This is an optimization exercise on Yosys and OpenROAD, whose aim is small area and a short achievable clock period, not a production implementation.
Only simulation tests tie the RTL to the original design; equivalence was not proved.
Power is estimated from default activity; no workload was simulated.

==> flow/design.v (excerpt) <==
module vad_speech_segmenter #(
  parameter int unsigned COUNT_WIDTH = COUNT_WIDTH_DEF,
  parameter int unsigned PROB_WIDTH  = PROB_WIDTH_DEF,
  localparam int unsigned CfgWidth   = (COUNT_WIDTH > PROB_WIDTH) ? COUNT_WIDTH : PROB_WIDTH
) (
  input  logic                     clk_i,
  input  logic                     rst_ni,
  input  logic                     cfg_we_i,
  input  logic [CFG_IDX_WIDTH-1:0] cfg_idx_i,
  input  logic [CfgWidth-1:0]      cfg_data_i,
  input  logic                     in_valid_i,
  output logic                     in_stall_o,
  input  logic                     kind_i,
  input  logic [PROB_WIDTH-1:0]    speech_prob_i,
  input  logic [COUNT_WIDTH-1:0]   stream_length_i,
  output logic                     out_valid_o,
  input  logic                     out_stall_i,
  output logic [COUNT_WIDTH-1:0]   seg_start_o,
  output logic [COUNT_WIDTH-1:0]   seg_end_o,
  output logic [1:0]               end_reason_o
);
  logic [PROB_WIDTH-1:0]  thresh_nq, gap_q;   
  logic [WIN_WIDTH-1:0]   window_q;
  logic [COUNT_WIDTH-1:0] min_sil_q, split_pause_q, min_speech_q, max_speech_q;
  logic                   in_valid_q;
  logic                   kind_q;
  logic [COUNT_WIDTH-1:0] payload_q;
  logic                   out_valid_q;
  logic [1:0]             reason_q;
  logic                   advance;
  logic [WIN_WIDTH-1:0]   window_d;
  ...
==> flow/config.mk <==
export PLATFORM = sky130hd
export DESIGN_NAME = vad_speech_segmenter
export DESIGN_NICKNAME = vad_speech_segmenter
export VERILOG_FILES = /design/flow/design.v
export SDC_FILE = /design/flow/constraint.sdc
export NUM_CORES = 4
export LEC_CHECK = 0
export CAP_MARGIN = 5
export CORE_MARGIN = 2
export CORE_UTILIZATION = 65
export CTS_BUF_LIST = sky130_fd_sc_hd__clkbuf_8
export CTS_CLUSTER_DIAMETER = 50
export CTS_CLUSTER_SIZE = 16
export PLACE_DENSITY = 0.75
export SETUP_SLACK_MARGIN = 5
export SLEW_MARGIN = 5
export SYNTH_HIERARCHICAL = 1
export SYNTH_MINIMUM_KEEP_SIZE = 150
==> flow/constraint.sdc <==
create_clock -name core_clock -period 9.5 [get_ports {clk_i}]
set_input_delay 1.9000 -clock core_clock [delete_from_list [all_inputs] [get_ports {clk_i}]]
set_output_delay 1.9000 -clock core_clock [all_outputs]
set_load 0.01 [all_outputs]
standard.sh (not shown) runs the stock make flow with config.mk's settings and CLKGATE_MAP_FILE= SYNTH_SCRIPT=/design/flow/synth_recipe.tcl, a recipe that flattens the netlist after the stock synthesis.
==> flow/flow/run.sh <==
#!/bin/bash
# Layout: the standard flow (standard.sh) with one change: buffer_ports, which puts a
# buffer on every input and output port, uses sky130_fd_sc_hd__buf_1 cells instead of the
# cell it picks by itself (the delay buffer clkdlybuf4s50_1). make's full output goes to
# orfs_make.log here; each tool's own log is under orfs/logs/.
set -euo pipefail
bash standard.sh "BUFFER_PORTS_ARGS=-buffer_cell sky130_fd_sc_hd__buf_1" finish > orfs_make.log 2>&1
The starting point finished with timing, DRC and antenna clean.
Next try:
- CAP_MARGIN: 5 -> 20
- CORE_UTILIZATION: 65 -> 55
- GPL_TIMING_DRIVEN: not set -> 0
- PLACE_DENSITY: 0.75 -> not set
- SLEW_MARGIN: 5 -> 20
- SYNTH_HIERARCHICAL: 1 -> not set
- SYNTH_MINIMUM_KEEP_SIZE: 150 -> not set
Result:
- The new run completed without violations
- final cell count came out higher by about 7%
- fmax came out lower by 7.5%
- power came out higher by 8.6%
- via count came out higher by about 3.4%
Next try:
- CAP_MARGIN: 20 -> 5
- CORE_UTILIZATION: 55 -> 65
- GPL_ROUTABILITY_DRIVEN: not set -> 0
- GPL_TIMING_DRIVEN: 0 -> not set
- PLACE_DENSITY: not set -> 0.75
- SLEW_MARGIN: 20 -> 5
After rerunning:
- register-to-register slack gains 0.61 ns
- clock power shrinks by about 10%
- power shrinks by 3.6%
- via count grows by 1.1%
- wire length shrinks by 8.0%
- hold slack hardly moves
Next try:
- CAP_MARGIN: 5 -> 20
- CORE_UTILIZATION: 65 -> 55
- GPL_ROUTABILITY_DRIVEN: 0 -> not set
- PLACE_DENSITY: 0.75 -> not set
- SLEW_MARGIN: 5 -> 20
The new run completed with no timing, DRC or antenna violations.
Via count decreases by about 4%.
Critical path depth increases by 1.
Design area decreases by about 0.35%.
Sequential share of layout area increases by 0.11 points.
Synthesized area does not change.
Global-route usage decreases by 3.8 points.
Core utilization decreases by 12 points.
Power decreases by 0.83%.
Fmax hardly moves.
Next try:
- CAP_MARGIN: 20 -> 5
- CORE_UTILIZATION: 55 -> 65
- CTS_BUF_LIST: sky130_fd_sc_hd__clkbuf_8 -> sky130_fd_sc_hd__clkbuf_16
- CTS_CLUSTER_DIAMETER: 50 -> 70
- CTS_CLUSTER_SIZE: 16 -> 25
- PLACE_DENSITY: not set -> 0.75
- SLEW_MARGIN: 20 -> 5
After rerunning: Count of clock-buffer cells in the layout went down by 15. Clock power went up by about 10%. Global-route usage went up by 5.0 points. Power went up by 2.4%. Cell area is about the same. Cell count went down by 4.6%. Wire length went down by 2.0%. Register-to-register slack got worse by 0.18 ns. Via count went up by 2.2%.

## port drivers added, routing unchanged
Ports are ideal in the flow. The routed layouts listed here were re-timed in OpenROAD. Step 1 (the two cells are an assumption about what drives the block):
set clk [get_ports {clk_i}]
set_driving_cell -lib_cell sky130_fd_sc_hd__clkbuf_16 $clk
set_driving_cell -lib_cell sky130_fd_sc_hd__buf_2 [delete_from_list [all_inputs] $clk]
Step 2 also shifts input and output timing later by t, the mid clock arrival at the registers, as if the neighbouring blocks saw the same clock. a / b / c = ideal ports / drivers / drivers and shift; a / b = the first two.
run | t (ns) | setup slack, ns | cell pins on the clock port's net
the first run | 0.694 | 4.632 / 4.635 / 3.941 | 1
the second run | 0.714 | 4.239 / 4.254 / 3.539 | 1
the third run | 0.708 | 4.990 / 4.998 / 4.291 | 1
the fourth run | 0.716 | 4.996 / 4.994 / 4.278 | 1
the fifth run | 0.621 | 4.750 / 4.760 / 4.139 | 1
After both steps setup and hold are still met in every run listed. For the fourth run, which loses most, drivers alone change the setup slack by -0.002 ns; drivers and shift together by -0.718 ns.
